From an optimization exercise on the open Yosys and OpenROAD flow, aimed at small area; shortcuts taken in it are not production practice. For this run, only the layout was checked, not whether the RTL still works. No activity file was given, so power comes from the tool's default toggle rates.

==> design/flow/design.v <==
package pcs_line_pkg;
	localparam int PAYLOAD_W = 64;
	localparam logic [1:0] SYNC_DATA = 2'b01;
	localparam logic [1:0] SYNC_CTRL = 2'b10;
	localparam logic [6:0] CODE_IDLE  = 7'h00;
	localparam logic [6:0] CODE_ERROR = 7'h1E;
	typedef enum logic [7:0] {
		BT_IDLE   = 8'h1E,
		BT_START0 = 8'h78,
		BT_START4 = 8'h33,
		BT_TERM0  = 8'h87,
		BT_TERM1  = 8'h99,
		BT_TERM2  = 8'hAA,
		BT_TERM3  = 8'hB4,
		BT_TERM4  = 8'hCC,
		BT_TERM5  = 8'hD2,
		BT_TERM6  = 8'hE1,
		BT_TERM7  = 8'hFF
	} block_type_e;
	typedef struct packed {
		logic [1:0]           sync;
		logic [PAYLOAD_W-1:0] payload;
	} pcs_block_t;
	localparam pcs_block_t BLOCK_IDLE = {SYNC_CTRL, 56'h0, BT_IDLE};
	localparam logic [PAYLOAD_W-1:0] BLOCK_ERR_P = {{8{CODE_ERROR}}, BT_IDLE};
	localparam int LOCK_GOOD_CNT = 64;
	localparam int LOCK_BAD_CNT  = 16;
	localparam int LOCK_WIN      = 64;
	localparam int LOCK_GOOD_W   = $clog2(LOCK_GOOD_CNT);
	localparam int LOCK_BAD_W    = $clog2(LOCK_BAD_CNT);
	localparam int LOCK_WIN_W    = $clog2(LOCK_WIN);
	localparam int SCR_W   = 58;
	localparam int SCR_TAP = 39;
endpackage
package pcs_word_pkg;
	localparam int DATA_W  = 64;
	localparam int KEEP_W  = DATA_W/8;
	localparam int START_W = 2;
	typedef struct packed {
		logic               ctrl;
		logic               idle;
		logic [START_W-1:0] start;
		logic               term;
		logic               err;
		logic [KEEP_W-1:0]  keep;
		logic [DATA_W-1:0]  data;
	} pcs_word_t;
	localparam pcs_word_t WORD_IDLE = {1'b1, 1'b1, {START_W{1'b0}}, 1'b0,
		1'b0, {KEEP_W{1'b0}}, {DATA_W{1'b0}}};
	localparam pcs_word_t WORD_ERR  = {1'b1, 1'b0, {START_W{1'b0}}, 1'b0,
		1'b1, {KEEP_W{1'b0}}, {DATA_W{1'b0}}};
endpackage
`timescale 1ns/1ps
import pcs_line_pkg::*;
module pcs_block_lock (
	input  logic       tx_par_clk,
	input  logic       nreset,
	input  logic       serdes_lock_i,
	input  logic [1:0] sync_i,
	output logic       hdr_ok_o,
	output logic       lock_d_o,
	output logic       lock_o
);
logic                  state_q;
logic                  state_d;
logic [LOCK_WIN_W-1:0] cnt_q;
logic [LOCK_BAD_W-1:0] bad_q;
logic                  hdr_valid;
logic                  cnt_end;
logic                  lose;
assign hdr_valid = sync_i[1] ^ sync_i[0];
localparam logic [5:0] CNT_LAST = 6'b100000;
logic [5:0] cnt_step;
localparam logic [5:0] CNT_INV = 6'b010101;
logic [5:0] cnt;
assign cnt       = cnt_q ^ CNT_INV;
assign cnt_step  = {cnt[4:0], cnt[5] ^ (cnt[4] || (cnt[3:0] == 4'h0))};
assign cnt_end   = (cnt == CNT_LAST);
assign lose      = !hdr_valid && (bad_q == LOCK_BAD_W'(LOCK_BAD_CNT - 1));
always_comb begin
	if (!nreset || !serdes_lock_i)
		state_d = 1'b0;
	else if (state_q)
		state_d = !lose;
	else
		state_d = hdr_valid && cnt_end;
end
always_ff @(posedge tx_par_clk) begin
	state_q <= state_d;
	if (!nreset || !serdes_lock_i)
		cnt_q <= CNT_INV;
	else if (state_q ? lose : !hdr_valid)
		cnt_q <= CNT_INV;
	else
		cnt_q <= cnt_step ^ CNT_INV;
	if (!state_q || cnt_end)
		bad_q <= '0;
	else if (!hdr_valid)
		bad_q <= bad_q + 1'b1;
end
assign hdr_ok_o = hdr_valid;
assign lock_d_o = state_d;
assign lock_o   = state_q;
endmodule
`timescale 1ns/1ps
import pcs_line_pkg::*;
module pcs_descrambler (
	input  logic                 tx_par_clk,
	input  logic [PAYLOAD_W-1:0] payload_i,
	output logic [PAYLOAD_W-1:0] plain_o
);
logic [SCR_W-1:0]           state_q;
logic [SCR_W+PAYLOAD_W-1:0] ext;
always_comb begin
	ext = {payload_i, state_q};
	for (int i = 0; i < PAYLOAD_W; i++)
		plain_o[i] = ext[SCR_W+i] ^ ext[SCR_W-SCR_TAP+i] ^ ext[i];
end
always_ff @(posedge tx_par_clk)
	state_q <= payload_i[PAYLOAD_W-1 -: SCR_W];
endmodule
`timescale 1ns/1ps
import pcs_line_pkg::*;
module pcs_decoder (
	input  logic                 tx_par_clk,
	input  logic                 lock_i,
	input  logic                 hdr_ok_i,
	input  logic [1:0]           sync_i,
	input  logic [PAYLOAD_W-1:0] plain_i,
	output logic                 ctrl_o,
	output logic [PAYLOAD_W-1:0] payload_o
);
localparam logic [PAYLOAD_W-1:0] P_IDLE = {56'h0, BT_IDLE};
logic [7:0]           btype;
logic                 is_data;
logic                 type_ok;
logic                 term_ok;
logic                 idle_ok;
logic                 is_s4;
logic                 pass;
logic                 err;
logic [7:1]           keep;
logic [PAYLOAD_W-1:0] norm;
logic                 ctrl_q;
logic [PAYLOAD_W-1:0] payload_q;
assign btype   = plain_i[7:0];
assign is_data = (sync_i == SYNC_DATA);
assign term_ok = btype[7] && (btype[3] == ^btype[6:4]) && (btype[2] != (btype[5] ^ btype[4]))
	&& (btype[1] != (btype[6] ^ btype[4])) && (btype[0] != (btype[6] ^ btype[5]));
assign idle_ok = (btype == BT_IDLE) && (plain_i[63:8] == 56'h0);
assign type_ok = term_ok || (btype == BT_START0) || (btype == BT_START4) || idle_ok;
assign pass = lock_i && (is_data || (sync_i == SYNC_CTRL && type_ok));
assign err  = lock_i && !(is_data || (sync_i == SYNC_CTRL && type_ok));
assign is_s4 = !btype[7] && btype[0];
always_comb begin
	for (int k = 1; k < 8; k++) begin
		if (k == 4)
			keep[k] = is_data || (btype[6:4] >= 3'(k));
		else if (k < 4)
			keep[k] = is_data || (!is_s4 && (btype[6:4] >= 3'(k)));
		else
			keep[k] = is_data || is_s4 || (btype[6:4] >= 3'(k));
	end
end
always_comb begin
	norm[7:0] = pass ? btype : BT_IDLE;
	for (int k = 1; k < 8; k++)
		norm[8*k +: 8] = (pass && keep[k]) ? plain_i[8*k +: 8] :
			(err ? BLOCK_ERR_P[8*k +: 8] : 8'h00);
end
always_ff @(posedge tx_par_clk) begin
	ctrl_q    <= !(lock_i && is_data);
	payload_q <= ~norm;
end
assign ctrl_o    = ctrl_q;
assign payload_o = payload_q;
endmodule
`timescale 1ns/1ps
import pcs_line_pkg::*;
module pcs_rx (
	input  logic                 tx_par_clk,
	input  logic                 nreset,
	input  logic                 serdes_lock_i,
	input  logic [65:0]          serdes_block_i,
	output logic                 lock_o,
	output logic                 ctrl_o,
	output logic [PAYLOAD_W-1:0] payload_o
);
logic                 hdr_ok;
logic                 lock_d;
logic [PAYLOAD_W-1:0] plain;
pcs_block_lock u_block_lock (
	.tx_par_clk    (tx_par_clk),
	.nreset        (nreset),
	.serdes_lock_i (serdes_lock_i),
	.sync_i        (serdes_block_i[65:64]),
	.hdr_ok_o      (hdr_ok),
	.lock_d_o      (lock_d),
	.lock_o        (lock_o)
);
pcs_descrambler u_descrambler (
	.tx_par_clk (tx_par_clk),
	.payload_i  (serdes_block_i[63:0]),
	.plain_o    (plain)
);
pcs_decoder u_decoder (
	.tx_par_clk (tx_par_clk),
	.lock_i     (lock_d),
	.hdr_ok_i   (hdr_ok),
	.sync_i     (serdes_block_i[65:64]),
	.plain_i    (plain),
	.ctrl_o     (ctrl_o),
	.payload_o  (payload_o)
);
endmodule
`timescale 1ns/1ps
import pcs_line_pkg::*;
module pcs_tx (
	input  logic                 tx_par_clk,
	input  logic                 nreset,
	input  logic                 ctrl_i,
	input  logic [PAYLOAD_W-1:0] payload_i,
	output logic [65:0]          serdes_block_o
);
logic                       out_data_q;
logic [PAYLOAD_W-1:0]       out_q;
logic [SCR_W+PAYLOAD_W-1:0] ext;
always_comb begin
	ext = {{PAYLOAD_W{1'b0}}, out_q[PAYLOAD_W-1 -: SCR_W]};
	for (int i = 0; i < PAYLOAD_W; i++)
		ext[SCR_W+i] = !payload_i[i] ^ ext[SCR_W-SCR_TAP+i] ^ ext[i];
end
always_ff @(posedge tx_par_clk) begin
	if (!nreset) begin
		out_data_q <= 1'b0;
		out_q      <= BLOCK_IDLE[63:0];
	end else begin
		out_data_q <= !ctrl_i;
		out_q      <= ext[SCR_W +: PAYLOAD_W];
	end
end
assign serdes_block_o = {!out_data_q, out_data_q, out_q};
endmodule
`timescale 1ns/1ps
import pcs_line_pkg::*;
module pcs_10g_loopback (
	input  logic        tx_par_clk,
	input  logic        nreset,
	input  logic        rx_locked_i,
	input  logic [65:0] rx_par_data_i,
	output logic        rx_block_lock_o,
	output logic [65:0] tx_par_data_o
);
logic                 rx_ctrl;
logic [PAYLOAD_W-1:0] rx_payload;
logic [2:0]           dl_ctrl_q;
logic [PAYLOAD_W-1:0] dl1_q;
logic [PAYLOAD_W-1:0] dl2_q;
logic [PAYLOAD_W-1:0] dl3_q;
logic [1:0]           tx_rst_cnt_q;
logic                 tx_nreset;
pcs_rx u_pcs_rx (
	.tx_par_clk     (tx_par_clk),
	.nreset         (nreset),
	.serdes_lock_i  (rx_locked_i),
	.serdes_block_i (rx_par_data_i),
	.lock_o         (rx_block_lock_o),
	.ctrl_o         (rx_ctrl),
	.payload_o      (rx_payload)
);
always_ff @(posedge tx_par_clk) begin
	if (!nreset)
		tx_rst_cnt_q <= 2'b00;
	else
		tx_rst_cnt_q <= {tx_rst_cnt_q[1] | tx_rst_cnt_q[0], !tx_rst_cnt_q[1]};
end
assign tx_nreset = tx_rst_cnt_q[1] & !tx_rst_cnt_q[0];
always_ff @(posedge tx_par_clk) begin
	dl_ctrl_q <= {dl_ctrl_q[1:0], rx_ctrl};
	dl1_q     <= rx_payload;
	dl2_q     <= dl1_q;
	dl3_q     <= dl2_q;
end
pcs_tx u_pcs_tx (
	.tx_par_clk     (tx_par_clk),
	.nreset         (tx_nreset),
	.ctrl_i         (dl_ctrl_q[2]),
	.payload_i      (dl3_q),
	.serdes_block_o (tx_par_data_o)
);
endmodule
==> design/flow/flow/run.sh <==
#!/bin/bash
# layout flow: the standard flow with an area-oriented ABC script (deepsyn, then
# area mapping twice) and no
# half-adder extraction, a
# peephole pass that folds inverters into xor/xnor cells, single-drive port
# buffers and a clock tree without dummy loads.
set -euo pipefail
export MY_ABC_SCRIPT=$PWD/flow/area.abc
# the synthesis script: ABC with flow/area.abc, and no half-adder extraction.
{ echo 'proc abc {args} { set i [lsearch $args -script]; lset args [expr {$i+1}] $::env(MY_ABC_SCRIPT); yosys abc {*}$args }'
  echo 'proc extract_fa {args} {}'
  cat synth_recipe.tcl; } > my_synth.tcl
sed "s#SYNTH_SCRIPT=[^ ]*#SYNTH_SCRIPT=$PWD/my_synth.tcl#" standard.sh > my_standard.sh
export BUFFER_PORTS_ARGS="-buffer_cell sky130_fd_sc_hd__buf_1"
export CTS_ARGS="-sink_clustering_enable -repair_clock_nets -dont_use_dummy_load -buf_list sky130_fd_sc_hd__buf_4 -sink_clustering_size 12 -sink_clustering_max_diameter 60"
RES=$PWD/orfs/results/sky130hd/pcs_10g_loopback/base
bash my_standard.sh $RES/1_2_yosys.v > synth.log 2>&1
cp $RES/1_2_yosys.v $RES/1_2_yosys.abc.v
python3 flow/peephole.py $RES/1_2_yosys.abc.v $RES/1_2_yosys.v > peephole.log 2>&1
bash my_standard.sh > standard.log 2>&1
==> design/flow/flow/area.abc <==
strash
&get -n
&deepsyn -T 90
&put
dch -f
map -a -B 0.5
strash
dch -f
map -a -B 0.5
==> design/flow/flow/peephole.py <==
#!/usr/bin/env python3
# peephole.py IN.v OUT.v
# removes inverters next to xor/xnor cells in a mapped sky130hd netlist by
# swapping the xor cell for its complement:
#   xor -> inverter as its only load  becomes  xnor driving the inverter's output
#   inverter -> only xor/xnor inputs  becomes  xnor/xor fed by the inverter's input
# flip-flops, ports and nets named in assigns are left alone.
import re
import sys
from collections import defaultdict

P = 'sky130_fd_sc_hd__'
FLIP = {'xor2': 'xnor2', 'xnor2': 'xor2', 'xor3': 'xnor3', 'xnor3': 'xor3'}
OUTPIN = {'xor2': 'X', 'xnor2': 'Y', 'xor3': 'X', 'xnor3': 'X'}
INVS = {'inv', 'clkinv'}
OUTS = {'X', 'Y', 'Q', 'Q_N', 'SUM', 'COUT'}

src = open(sys.argv[1]).read()
mods = list(re.finditer(r'\bmodule\b.*?\bendmodule\b', src, re.S))
if len(mods) != 1:
    sys.stderr.write('peephole: expected one module, found %d; netlist left as is\n' % len(mods))
    open(sys.argv[2], 'w').write(src)
    sys.exit(0)
mod = mods[0].group(0)

cell_re = re.compile(r'^([ \t]*)' + P + r'(\w+?)_(\d+)\s+(\S+)\s*\((.*?)\);[ \t]*\n', re.S | re.M)
pin_re = re.compile(r'\.(\w+)\(([^()]*)\)')

cells = {}
for cm in cell_re.finditer(mod):
    kind, drive, name, body = cm.group(2), cm.group(3), cm.group(4), cm.group(5)
    pins = [(p, n.strip()) for p, n in pin_re.findall(body)]
    cells[name] = {'kind': kind, 'drive': drive, 'pins': pins, 'indent': cm.group(1)}


def base(n):
    return re.sub(r'\s*\[\d+\]$', '', n)


# nets that must not be touched: ports and anything in an assign.
protected = set()
for d in re.findall(r'^\s*(?:input|output|inout)\b([^;]*);', mod, re.M):
    for n in d.replace('\n', ' ').split(','):
        n = n.strip()
        if n:
            protected.add(n.split()[-1])
for a in re.findall(r'^\s*assign\s+(.*?);', mod, re.M | re.S):
    for tok in re.findall(r'\\\S+|[A-Za-z_][\w$]*', a):
        protected.add(base(tok.strip()))


def prot(n):
    return (not n) or ("'" in n) or n in protected or base(n) in protected


def build():
    drv = {}
    loads = defaultdict(list)
    for name, c in cells.items():
        for p, n in c['pins']:
            if p in OUTS:
                drv[n] = name
            else:
                loads[n].append((name, p))
    return drv, loads


def flip(c):
    old = OUTPIN[c['kind']]
    c['kind'] = FLIP[c['kind']]
    new = OUTPIN[c['kind']]
    c['pins'] = [(new if p == old else p, n) for p, n in c['pins']]


removed = 0
changed = True
while changed:
    changed = False
    drv, loads = build()
    for name in sorted(cells):
        c = cells[name]
        if c['kind'] not in INVS:
            continue
        pins = dict(c['pins'])
        a, y = pins.get('A', ''), pins.get('Y', '')
        if not a or prot(y):
            continue
        d = drv.get(a)
        # an xor whose only load is this inverter.
        if not prot(a) and d is not None and cells[d]['kind'] in FLIP and len(loads[a]) == 1:
            x = cells[d]
            flip(x)
            out = OUTPIN[x['kind']]
            x['pins'] = [(p, y if p == out else n) for p, n in x['pins']]
            del cells[name]
            removed += 1
            changed = True
            break
        # every load of this inverter is an xor input.
        ls = loads[y]
        if ls and all(cells[l]['kind'] in FLIP and p not in OUTS for l, p in ls):
            for l, p in ls:
                x = cells[l]
                x['pins'] = [(q, a if q == p else n) for q, n in x['pins']]
                flip(x)
            del cells[name]
            removed += 1
            changed = True
            break


def fmt(name):
    c = cells[name]
    ind = c['indent']
    # an escaped name needs a space before the closing parenthesis.
    body = ',\n'.join('%s  .%s(%s%s)' % (ind, p, n, ' ' if n.startswith('\\') else '')
                      for p, n in c['pins'])
    return '%s%s%s_%s %s (\n%s\n%s);\n' % (ind, P, c['kind'], c['drive'], name, body, ind)


newmod = cell_re.sub(lambda cm: fmt(cm.group(4)) if cm.group(4) in cells else '', mod)
open(sys.argv[2], 'w').write(src.replace(mod, newmod))
sys.stderr.write('peephole: removed %d inverters\n' % removed)
==> design/flow/standard.sh <==
#!/bin/bash
# synth_recipe.tcl (not shown) runs the flow's synth.tcl, then flattens the netlist and writes it again
# the make line also repeats each setting of config.mk as NAME=value (left out here)
make -C /OpenROAD-flow-scripts/flow DESIGN_CONFIG=/design/flow/config.mk WORK_HOME=/design/flow/orfs CLKGATE_MAP_FILE= SYNTH_SCRIPT=/design/flow/synth_recipe.tcl "${@:-finish}"
==> design/flow/config.mk <==
export PLATFORM = sky130hd
export DESIGN_NAME = pcs_10g_loopback
export DESIGN_NICKNAME = pcs_10g_loopback
export VERILOG_FILES = /design/flow/design.v
export SDC_FILE = /design/flow/constraint.sdc
export NUM_CORES = 4
export LEC_CHECK = 0
export CAP_MARGIN = 20
export CORE_MARGIN = 2
export CORE_UTILIZATION = 70
export PLACE_DENSITY = 0.8
export SLEW_MARGIN = 20
==> design/flow/constraint.sdc <==
create_clock -name core_clock -period 6.4 [get_ports {tx_par_clk}]
set_input_delay 1.2800 -clock core_clock [delete_from_list [all_inputs] [get_ports {tx_par_clk}]]
set_output_delay 1.2800 -clock core_clock [all_outputs]
set_load 0.01 [all_outputs]
==> flow_metrics.tcl <==
set metrics [dict create \
    status "finished clean" \
    fin_nets 1142 \
    syn2layout_area_growth_pct 5.53 \
    p_per_area_nw_per_um2 309 \
    die_w_microns 133 \
    fp.dieH_microns 133 \
    syn-cell-area_sq_um 11600 \
    cp_cell_sequence "buf_1 -> clkinv_1 -> nand2_1 -> nand2_1 -> nand2_1 -> clkinv_1 -> nand2_1 -> clkinv_1 -> nand2_1 -> clkinv_1 -> nand2_1 -> clkinv_1 -> nor4_1 -> o21ai_0 -> clkinv_1 -> nand2_1 -> a31oi_1 -> clkinv_1 -> a31oi_1 -> a21oi_1" \
    slew_headroom 0.353 \
    cp-end-kind "flip-flop" \
    drive_gt1_frac 0.0383 \
    setup_viol 0 \
    cts_tree "built" \
    routed_via_density 5.01 \
    wire_per_inst_microns 15.9 \
    hold_depth 0 \
    critPathRequiredTime_ns 6.76 \
    drt_iter0_drc 303 \
    crit_path_start_kind "primary input" \
    gp_congestion 0.980 \
    fp.coreArea_sq_um 16000 \
    wl_met2_microns 9230 \
    tns_ns 0 \
    placementRows 46 \
    hold_viol_final 0 \
    post-cts-setup-buffer-count 0 \
    grt_max_degree 51 \
    critPathBufInv 8 \
    wl_met1_microns 9140 \
    crit_family "compound AO/OA/AOI/OAI gates" \
    crit_fanout 9 \
    fin_skew_ns 0.0288 \
    ant_nets 0 \
    rr_worst_depth 14 \
    fin_crit_ns 4.84 \
    port_buffers 135 \
    worstSetupPathDepth 20 \
    avgSynthCellArea_sq_um 12.1 \
    synth_nets 1024 \
    p_leak_nw 4.33 \
    first_pass_iters 5 \
    io_pins 136 \
    hp-class "flip-flop to flip-flop" \
    track_usage 0.234 \
    clock_latency_ns 0.55 \
    maxSlewViolCount 0 \
    grt_overflow 0 \
    postSynthCellCount 955 \
    worstPathArrival_ns 5.20 \
    die_area_sq_um 17600 \
    ys_warn_count 5 \
    cts-root-buf "buf_4" \
    vias 6454 \
    grt_pass1_wl_microns 31600 \
    clock-sinks 396 \
    critical_path_class "primary input to flip-flop" \
    fmax_ghz 0.207 \
    cts_buffers 38 \
    maxUsedRoutingLayer "met4" \
    rsz0062_at_grt "false" \
    drc 0 \
    antenna_found_initial 1 \
    clock_path_buffers 3 \
    cts_hold_buffers 0 \
    post_cts_resize_count 0 \
    routed-wl-met3_microns 1350 \
    multi_input_area_sq_um 3100 \
    cp_slowest_cell "a31oi_1" \
    finalCritPeriodShare 0.756 \
    initial_core_util 0.723 \
    tightest_slew_ns 0.960 \
    slowest_delay_ns 0.67 \
    maxCapViolations 0 \
    register_area_sq_um 7930 \
    finalWirelength_microns 20400 \
    dp_hpwl_microns 15500 \
    peakVddDrop_mv 0.190 \
    htree_num_levels 2 \
    power.total_mw 3.77 \
    clk_pin_slew_worst_paths_ns 0.10 \
    grt_pass1_vias 6395 \
    fillerInstances 1093 \
]
power by group:
part	internal, mW	total, mW	leakage (nW)	switching (mW)
clock network	0.304	0.973	0.183	0.669
logic	0.109	0.279	0.920	0.169
registers	2.49	2.52	3.23	0.0263
final cells by class:
cell class,count,share of cell area
inverter,25,0.00769
antenna,1,0.000205
tap,216,0.0221
timing repair buffer,137,0.0428
multi-input combinational,475,0.254
clock buffer,38,0.0234
sequential,396,0.650
metal layers:
metal | vias up | track usage
li1 | 3244 | -
met1 | 2877 | 0.303
met4 | 0 | 0.109
met5 | - | 0
met2 | 279 | 0.380
met3 | 54 | 0.0479
placed cells by master (no fill, tap or decap), drive strengths merged:
master and count:
a21oi 80, a31oi 5, buf 175, clkinv 25
dfxtp 396, diode 1, nand2 54, nand3 4
nand4 5, nor2 39, nor3 7, nor4 15
o21ai 51, o21bai 1, xnor2 188, xor2 26
stage by stage:
stage / hold slack (ns) / worst slack [ns] / instance area, sq um / std cells / utilization
2_1_floorplan: 0.310 / 2.19 / 11600 / 955 / -
3_3_place_gp: 0.310 / 1.45 / 11900 / 1249 / 0.745
3_5_place_dp: 0.312 / 1.17 / 11900 / 1249 / 0.745
4_1_cts: 0.314 / 1.72 / 12200 / 1287 / 0.762
5_1_grt: 0.304 / 1.01 / 12200 / 1288 / 0.763
6_report: 0.312 / 1.56 / 12200 / 1288 / 0.763
sequential cells by signal, indices dropped and copies added (netlist names):
name	cells
u_pcs_tx.out_q	64
u_pcs_rx.u_descrambler.state_q	58
dl3_q	64
u_pcs_rx.u_block_lock.bad_q	4
u_pcs_rx.u_decoder.ctrl_q	1
u_pcs_rx.u_decoder.payload_q	64
dl2_q	64
dl_ctrl_q	3
tx_rst_cnt_q	2
u_pcs_tx.out_data_q	1
u_pcs_rx.u_block_lock.state_q	1
dl1_q	64
u_pcs_rx.u_block_lock.cnt_q	6
path summary, 6_finish.rpt:
path	startpoint	endpoint	slack, ns
max reg2reg	u_pcs_rx.u_descrambler.state_q[23]	u_pcs_rx.u_decoder.payload_q[25]	2.33
min	dl2_q[39]	dl3_q[39]	0.31
min reg2reg	dl2_q[39]	dl3_q[39]	0.31
max	rx_par_data_i[64]	u_pcs_rx.u_decoder.payload_q[25]	1.56

==> afterwards: timing with drivers on the ports <==
In the flow no input, the clock included, has a driving cell. The finished layout below was timed again as built, in two steps. Step 1 (the two cells are an assumption about what drives the block):
set clk [get_ports {tx_par_clk}]
set_driving_cell -lib_cell sky130_fd_sc_hd__clkbuf_16 $clk
set_driving_cell -lib_cell sky130_fd_sc_hd__buf_2 [delete_from_list [all_inputs] $clk]
Step 2 adds t to the input delays and takes it off the output delays; t is the mean of the earliest and latest rising clock arrival at the registers after step 1. Input paths then give back, and output paths get back, about the clock's delay inside the block. Slacks: ideal / step 1 / step 2; pairs: ideal / step 1.
t (ns): 0.572
setup WS [ns]: 1.561 / 1.567 / 0.995
hold WS [ns]: 0.312 / 0.312 / 0.312
worst slew at a driven data input, ns: 0.04
cell pins on the clock port's net: 1
After both steps setup and hold are still met in this run. For this run, drivers alone change the setup slack by +0.006 ns; drivers and shift together by -0.566 ns.
